What follows belongs to an exercise in optimizing a design on an open flow for small area; a production flow would make more cautious choices. In this exercise RTL edits were held to simulation tests only and were not proved equivalent to the original. Power figures rest on the tool's default switching activity, not on a simulated workload.

===== flow/design.v =====
`timescale 1ns/1ps
package sync_pkg;
	typedef logic [64-1:0]  data_word_t;
	typedef logic [8-1:0]  ctrl_byte_t;
	typedef logic [64-1:0]  time_t;
	typedef logic [4-1:0] port_mask_t;  
	typedef enum logic [8-1:0] {
		CTRL_SOF  = 8'hFF,
		CTRL_BODY = 8'h00,
		CTRL_EOF  = 8'h01
	} ctrl_code_t;
	typedef enum logic [1:0] {
		RX_IDLE,
		RX_WAIT_SOF,
		RX_BODY,
		RX_DONE
	} rx_state_t;
	typedef enum logic {
		TX_IDLE,
		TX_SEND
	} tx_state_t;
endpackage
`timescale 1ns/1ps
module sync_event_ctrl (
	input  logic                                  clk,
	input  logic                                  rst,
	input  logic                                  master_mode,
	input  logic                                  slave_mode,
	input  sync_pkg::port_mask_t                  sync_rx_valid,
	input  logic [16-1:0]       sync_interval,
	input  logic [16-1:0]        sync_timeout,
	input  logic [32-1:0]          link_delay,
	input  sync_pkg::data_word_t                  sync_data,
	input  sync_pkg::ctrl_byte_t                  sync_ctrl,
	input  sync_pkg::port_mask_t                  sync_wr,
	input  sync_pkg::port_mask_t                  udp_rdy,
	output wire  [4*64-1:0]   udp_data,
	output wire  [4*8-1:0]   udp_ctrl,
	output wire  sync_pkg::port_mask_t            udp_wr,
	output sync_pkg::port_mask_t                  sync_rdy,
	output sync_pkg::time_t                       local_clk_counter,
	output sync_pkg::time_t                       global_time,
	output logic                                  sync_state
);
	localparam logic [1:0] ST_IDLE = 2'd0;
	localparam logic [1:0] ST_WAIT = 2'd1;
	localparam logic [1:0] ST_BODY = 2'd2;
	localparam logic [1:0] ST_OUT  = 2'd3;
	localparam logic [79:0] PORT_ID = 80'h0000_FF05_2345_6789_ABCD;
	localparam logic [47:0] MAC_DST = 48'h011B_1900_0000;
	localparam logic [47:0] MAC_SRC = 48'h3C97_0E0F_6857;
	logic [1:0]  st;
	logic [3:0]  cnt;
	sync_pkg::port_mask_t ingress_port;
	sync_pkg::port_mask_t wr_q;
	logic free, rx_done, word_valid, sof, granted, grant, mstart, tx_wr;
	assign free       = (st == ST_IDLE) || (st == ST_OUT && cnt == 4'd10);
	assign rx_done    = (st == ST_BODY) && (cnt == 4'd9);
	assign word_valid = |(sync_wr & ingress_port);
	assign sof        = word_valid && (sync_ctrl == sync_pkg::CTRL_SOF);
	assign granted    = (st == ST_WAIT) || (st == ST_BODY && cnt != 4'd9);
	assign grant      = slave_mode && free && (sync_rx_valid != '0);
	assign tx_wr      = (st == ST_OUT) && (cnt != 4'd10);
	logic sync_tick;
	assign mstart = master_mode && free && sync_tick;
	always_ff @(posedge clk or posedge rst) begin
		if (rst) begin
			st           <= ST_IDLE;
			cnt          <= '0;
			ingress_port <= '0;
		end else begin
			case (st)
				ST_WAIT: begin
					if (sof) begin
						st  <= ST_BODY;
						cnt <= 4'd1;
					end
				end
				ST_BODY: begin
					if (cnt == 4'd9) begin
						st  <= ST_OUT;
						cnt <= 4'd1;
					end else if (word_valid) begin
						cnt <= cnt + 1'b1;
					end
				end
				default: begin  
					if (st == ST_OUT && cnt != 4'd10)
						cnt <= cnt + 1'b1;
					else if (grant)
						st <= ST_WAIT;
					else if (mstart) begin
						st  <= ST_OUT;
						cnt <= 4'd1;
					end else
						st <= ST_IDLE;
				end
			endcase
			if (grant)
				ingress_port <= sync_rx_valid & (~sync_rx_valid + 1'b1);
		end
	end
	assign sync_rdy = granted ? ingress_port : '0;
	always_ff @(posedge clk or posedge rst) begin
		if (rst)
			wr_q <= '0;
		else
			wr_q <= udp_rdy & ~ingress_port & {4{tx_wr}};
	end
	assign udp_wr = wr_q;
	sync_pkg::data_word_t hdr;    
	sync_pkg::data_word_t w1;     
	logic [31:0]          w2;     
	logic [15:0]          c_hi;   
	logic [47:0]          c_lo;   
	logic                 c_carry;  
	logic                 mode_q;   
	sync_pkg::data_word_t w7;     
	sync_pkg::data_word_t w8;     
	logic body_wr;
	assign body_wr = (st == ST_BODY) && word_valid;
	always_ff @(posedge clk) begin
		if ((st == ST_WAIT && sof) || mstart)
			hdr <= master_mode ? local_clk_counter : sync_data;
		if (body_wr && cnt == 4'd1)
			w1 <= sync_data;
		if (body_wr && cnt == 4'd2)
			w2 <= sync_data[63:32];
		if (body_wr && cnt == 4'd3)
			c_hi <= sync_data[15:0];
		if (body_wr && cnt == 4'd4)
			{c_carry, c_lo} <= {1'b0, sync_data[63:16]} + {17'h0, link_delay};  
		mode_q <= master_mode;
		if (body_wr && cnt == 4'd7)
			w7[63:48] <= sync_data[63:48];
		if ((body_wr && cnt == 4'd7) || mstart)
			w7[47:0] <= master_mode ? global_time[63:16] : sync_data[47:0];
		if ((body_wr && cnt == 4'd8) || mstart)
			w8[63:48] <= master_mode ? global_time[15:0] : sync_data[63:48];
		if (body_wr && cnt == 4'd8)
			w8[47:0] <= sync_data[47:0];
	end
	sync_pkg::time_t corr_relay;
	assign corr_relay = {c_hi + {15'h0, c_carry}, c_lo};
	always_ff @(posedge clk or posedge rst) begin
		if (rst)
			local_clk_counter <= '0;
		else
			local_clk_counter <= local_clk_counter + 1'b1;
	end
	always_ff @(posedge clk or posedge rst) begin
		if (rst)
			global_time <= '0;
		else if (rx_done)
			global_time <= {w7[47:0], w8[63:48]} + corr_relay + 64'd5536;
		else
			global_time <= global_time + 64'd8;
	end
	logic [6:0]                      us_cnt;
	logic                            us_wrap;
	logic [16-1:0] interval_cnt;
	logic [16-1:0]  timeout_cnt;
	logic                            timeout_open;
	assign us_wrap = (us_cnt == 7'(125 - 1));
	always_ff @(posedge clk or posedge rst) begin
		if (rst) begin
			us_cnt       <= '0;
			interval_cnt <= '0;
			sync_tick    <= 1'b0;
		end else begin
			us_cnt <= us_wrap ? '0 : us_cnt + 1'b1;
			if (interval_cnt == sync_interval) begin
				interval_cnt <= '0;
				sync_tick    <= 1'b1;
			end else begin
				sync_tick <= 1'b0;
				if (us_wrap)
					interval_cnt <= interval_cnt + 1'b1;
			end
		end
	end
	assign timeout_open = (timeout_cnt != sync_timeout);
	always_ff @(posedge clk or posedge rst) begin
		if (rst)
			timeout_cnt <= '0;
		else if (rx_done)
			timeout_cnt <= '0;
		else if (sync_tick && timeout_open)
			timeout_cnt <= timeout_cnt + 1'b1;
	end
	always_ff @(posedge clk or posedge rst) begin
		if (rst)
			sync_state <= 1'b0;
		else
			sync_state <= master_mode || (slave_mode && timeout_open);
	end
	sync_pkg::data_word_t tx_data;
	sync_pkg::ctrl_byte_t tx_ctrl;
	always_comb begin
		case (cnt)
			4'd2: tx_data = hdr;
			4'd3: tx_data = mode_q ? {MAC_DST, MAC_SRC[47:32]} : w1;
			4'd4: tx_data = {mode_q ? MAC_SRC[31:0] : w2, 16'h88F7, 12'h000, 4'h2};
			4'd5: tx_data = {16'h002C, 8'h00, 8'h00, 16'h0000,
				mode_q ? 16'h0000 : corr_relay[63:48]};
			4'd6: tx_data = {mode_q ? 48'h0 : corr_relay[47:0], 16'h0000};
			4'd7: tx_data = {16'h0000, PORT_ID[79:32]};
			4'd8: tx_data = {PORT_ID[31:0], 16'h0000, 8'h00, 8'h7F};
			4'd9: tx_data = {mode_q ? 16'h0000 : w7[63:48], w7[47:0]};
			default: tx_data = {w8[63:48], mode_q ? 48'h0 : w8[47:0]};
		endcase
		if (cnt == 4'd2)
			tx_ctrl = sync_pkg::CTRL_SOF;
		else if (cnt == 4'd10)
			tx_ctrl = sync_pkg::CTRL_EOF;
		else
			tx_ctrl = sync_pkg::CTRL_BODY;
	end
	for (genvar p = 0; p < 4; p++) begin : g_port
		assign udp_data[p*64 +: 64] = tx_data;
		assign udp_ctrl[p*8 +: 8] = tx_ctrl;
	end
endmodule

===== flow/run.sh =====
#!/bin/bash
# synth_recipe.tcl (not shown) runs the flow's synth.tcl, then flattens the netlist and writes it again
# the make line also repeats each setting of config.mk as NAME=value (left out here)
make -C /OpenROAD-flow-scripts/flow DESIGN_CONFIG=/design/flow/config.mk WORK_HOME=/design/flow/orfs CLKGATE_MAP_FILE= SYNTH_SCRIPT=/design/flow/synth_recipe.tcl finish

===== flow/config.mk =====
export PLATFORM = sky130hd
export DESIGN_NAME = sync_event_ctrl
export DESIGN_NICKNAME = sync_event_ctrl
export VERILOG_FILES = /design/flow/design.v
export SDC_FILE = /design/flow/constraint.sdc
export NUM_CORES = 4
export LEC_CHECK = 0
export CAP_MARGIN = 20
export CORE_MARGIN = 2
export CORE_UTILIZATION = 40
export SLEW_MARGIN = 20

===== flow/constraint.sdc =====
create_clock -name core_clock -period 8.0 [get_ports {clk}]
set_input_delay 1.6000 -clock core_clock [delete_from_list [all_inputs] [get_ports {clk}]]
set_output_delay 1.6000 -clock core_clock [all_outputs]
set_load 0.01 [all_outputs]

==> flow_metrics.env <==
export IMPL_run_status="finished clean"
export IMPL_syn_num_nets=3515
export IMPL_yosysUniqueCellTypes=82
export IMPL_placement_rows=103
export IMPL_ys_dominant_reg_cell="edfxtp_1"
export IMPL_worst_endpoint_required_ps=6400
export IMPL_yosys_top_cells_area="edfxtp_1 33%, dfrtp_1 14%, ha_1 6.8%, nand2_1 6.4%, buf_4 5.2%"
export IMPL_ys_async_sr_fraction_pct=34.1
export IMPL_critical_path_arrival_ps=4600
export IMPL_max_slew_margin_pct=30.3
export IMPL_numCtsBuffers=60
export IMPL_setup_viol_count_final=0
export IMPL_worstRegToRegCells=12
export IMPL_most_frequent_standard_cell_in_the_layout_excluding_fill_and_tap_cells="clkdlybuf4s50_1"
export IMPL_grt_met2_usage_pct=45.3
export IMPL_wire_length_of_the_first_global_routing_pass_um=167000
export IMPL_synth_area_leader_cell="edfxtp_1"
export IMPL_share_of_synthesized_area_occupied_by_flip_flops_and_latches_pct=47.7
export IMPL_setup_reg_to_reg_worst_slack_ps=3750
export IMPL_postSynthAreaPerCell_um2=9.99
export IMPL_initialDrtViolationCount=2588
export IMPL_hold_depth=1
export IMPL_worst_hold_slack_ps=486
export IMPL_cts_path_max_buffers=3
export IMPL_area_growth_pct=23.4
export IMPL_die_w_um=286
export IMPL_postCtsSetupBuffers=0
export IMPL_met1_capacity_usage_during_global_routing_pct=36.7
export IMPL_max_cap_viol_count=0
export IMPL_ios=577
export IMPL_dr_pass1_iters=6
export IMPL_hold_buffers=0
export IMPL_via_count_of_the_first_global_routing_pass=24600
export IMPL_crit_path_max_fanout=42
export IMPL_path_clk_slew_ps=60
export IMPL_ys_warn_count=1
export IMPL_groute_usage_overall_pct=27.5
export IMPL_routedWlPerCell_um=25.1
export IMPL_floorplan_core_area_mm2=0.0789
export IMPL_report_final_hold_viol_count=0
export IMPL_dieArea_mm2=0.0819
export IMPL_viasPerCell=5.59
export IMPL_cp_launch_type="flip-flop"
export IMPL_timing_critical_path_from="cnt[3]"
export IMPL_setup_worst_path_class="reg -> out"
export IMPL_tritoncts="yes"
export IMPL_final_critical_path_share_of_the_clock_period_pct=77.5
export IMPL_antenna_violating_nets_post_route=0
export IMPL_remaining_drc_errors=0
export IMPL_fin_nets=3837
export IMPL_clock_tree_htree_level_count=2
export IMPL_ys_seq_elements=537
export IMPL_synth_cell_area_mm2=0.0318
export IMPL_count_of_vias_placed_by_the_detailed_router=25800
export IMPL_grt_busiest_layer="met2"
export IMPL_dp_final_hpwl_um=86800
export IMPL_timing_final_ws_setup_ps=1800
export IMPL_timing_critical_path_to_type="output pin"
export IMPL_totalWireLength_um=116000
export IMPL_power_mw=11.3
export IMPL_dp_slack_ps=2530
export IMPL_synth_top_area_share_pct=33.3
export IMPL_r2r_end="global_time[63]"
export IMPL_grt_overflow_total=0
export IMPL_place_congestion=0.930
export IMPL_total_leakage_power_nw=15.5
export IMPL_die_y_um=286
export IMPL_period_needed_ps=6200
export IMPL_share_of_cells_above_drive_strength_1_pct=4.91
export IMPL_timing_fmax_mhz=161
export IMPL_initial_utilization_pct=40.4
export IMPL_most_common_layout_cells="575 x clkdlybuf4s50_1, 544 x nand2_1, 353 x edfxtp_1, 183 x dfrtp_1, 177 x xnor2_1"
export IMPL_syn_instance_count=3188
export IMPL_rsz0062_at_grt="no"
export IMPL_irDropWorstVdd_mv=0.207
export IMPL_crit_reg2reg_launch="w8[49]"
export IMPL_report_final_slew_viol_count=0
export IMPL_place_port_buffers=576
export IMPL_fillerInstances=7292
export IMPL_fin_skew_ps=38.3
export IMPL_critical_path_endpoint="udp_data[253]"
export IMPL_worst_skew_pair_late_latency_ps=660
export IMPL_p_per_area_mw_per_mm2=287
export IMPL_grt_start_max_net_pins=117
export IMPL_cts_num_sinks=537
export IMPL_post_cts_resized_instances=0
export IMPL_post_route_util_pct=49.8
export IMPL_synth_edff_count=353
export IMPL_number_of_antenna_violations_at_the_first_check_in_global_routing=6
export IMPL_fin_tns_setup_ps=0
export IMPL_global_route_usage_met3_pct=4.91
export IMPL_min_delay_path_class="reg -> reg"
export IMPL_worst_pin_slew_ps=1030
export IMPL_clk_root_buffer_cell="clkbuf_16"
[report_power, final]
group          total (mW)  internal (mW)  leakage, nW  switching [mW]
clock                3.06           1.84         1.06            1.23
sequential           3.74           3.33         5.56           0.409
combinational        4.49           2.21         8.92            2.28
[layer usage]
layer | vias to the layer above | routed length [µm]
met2 | 1064 | 54600
met5 | - | 55
met3 | 171 | 8890
met1 | 12700 | 48000
met4 | 8 | 4120
li1 | 11800 | -
[worst max-delay path: stages, from the launching register on]
cell	delay (ps)
dfrtp_1	440
nor2b_1	410
and2_2	660
buf_4	640
a221oi_1	190
o21ai_0	840
clkdlybuf4s50_1	700
[layout make-up]
type | count | area (µm²) | share of cell area [%]
tap | 1050 | 1310 | 3.34
antenna | 1 | 2.50 | 0.00637
multi-input combinational | 2237 | 14400 | 36.5
timing repair buffer | 608 | 6010 | 15.3
clock inverter | 41 | 579 | 1.47
clock buffer | 73 | 1590 | 4.05
inverter | 66 | 255 | 0.649
sequential | 537 | 15200 | 38.7
[metrics by stage]
| stage | cell area [µm²] | instances |
|---|---|---|
| 4_1_cts | 39300 | 4612 |
| 3_5_place_dp | 37100 | 4498 |
| 5_1_grt | 39300 | 4612 |
| 6_report | 39300 | 4613 |
| 2_1_floorplan | 31800 | 3188 |
| 3_3_place_gp | 37100 | 4498 |
[logic make-up (layout without fill, tap and decap cells)]
kind of cell | count (synthesis) | in the layout | share of synthesized area, %
and+or+nand+nor | 1158 | 1158 | 16.9
AOI/OAI and AO/OA | 593 | 593 | 12.4
DFF | 537 | 537 | 47.7
buffers and inverters | 414 | 788 | 7.52
xor gates and xnor gates | 303 | 303 | 8.33
adders and majority gates | 175 | 175 | 6.92
muxes | 8 | 8 | 0.263
other | 0 | 1 | 0
[synth_stat cells, drive strengths merged, types with 19 or more instances]
cell type and count:
nand3 115, nand2 546, a221o 19, dfrtp 183, a22oi 64, buf 233
nor2 164, clkbuf 115, inv 66, and3 56, a21o 56, nor4 19
edfxtp 353, nand4 73, a221oi 29, and4 21, ha 173, xnor2 177
xor2 126, o21ai 152, nand2b 72, nor3 28, a21oi 137
[worst min path at each step]
stage,start,end
2_1_floorplan,ingress_port[0],wr_q[0]
3_3_place_gp,us_cnt[6],us_cnt[6]
3_5_place_dp,us_cnt[0],us_cnt[0]
4_1_cts,us_cnt[6],us_cnt[6]
5_1_grt,us_cnt[0],us_cnt[0]
6_report,us_cnt[6],us_cnt[6]
[registers in the layout, summed over array words and instances (netlist names), 2 cells and up]
signal	flops
c_hi	16
c_lo	48
cnt	4
global_time	64
hdr	64
ingress_port	4
interval_cnt	16
local_clk_counter	64
st	2
timeout_cnt	16
us_cnt	7
w1	64
w2	32
w7	64
w8	64
wr_q	4

re-timing with driven ports:
In the flow no input, the clock included, has a driving cell. The finished layout below was timed again as built, in two steps. Step 1 assumes that a clkbuf_16 drives the clock port and a buf_2 every other input. Step 2, shift: input delay + t, output delay - t, t = (earliest + latest rising clock arrival at the registers) / 2. This alone moves slack from input paths to output paths. a / b / c = ideal / step 1 / step 2; a / b = the first two.
t (ns): 0.703
setup WS [ns]: 1.800 / 1.739 / 2.442
worst slew at a driven data input, ns: 0.12
After both steps this run still meets setup and hold. The setup slack of this run moves by -0.061 ns with the drivers and by +0.642 ns with both steps.
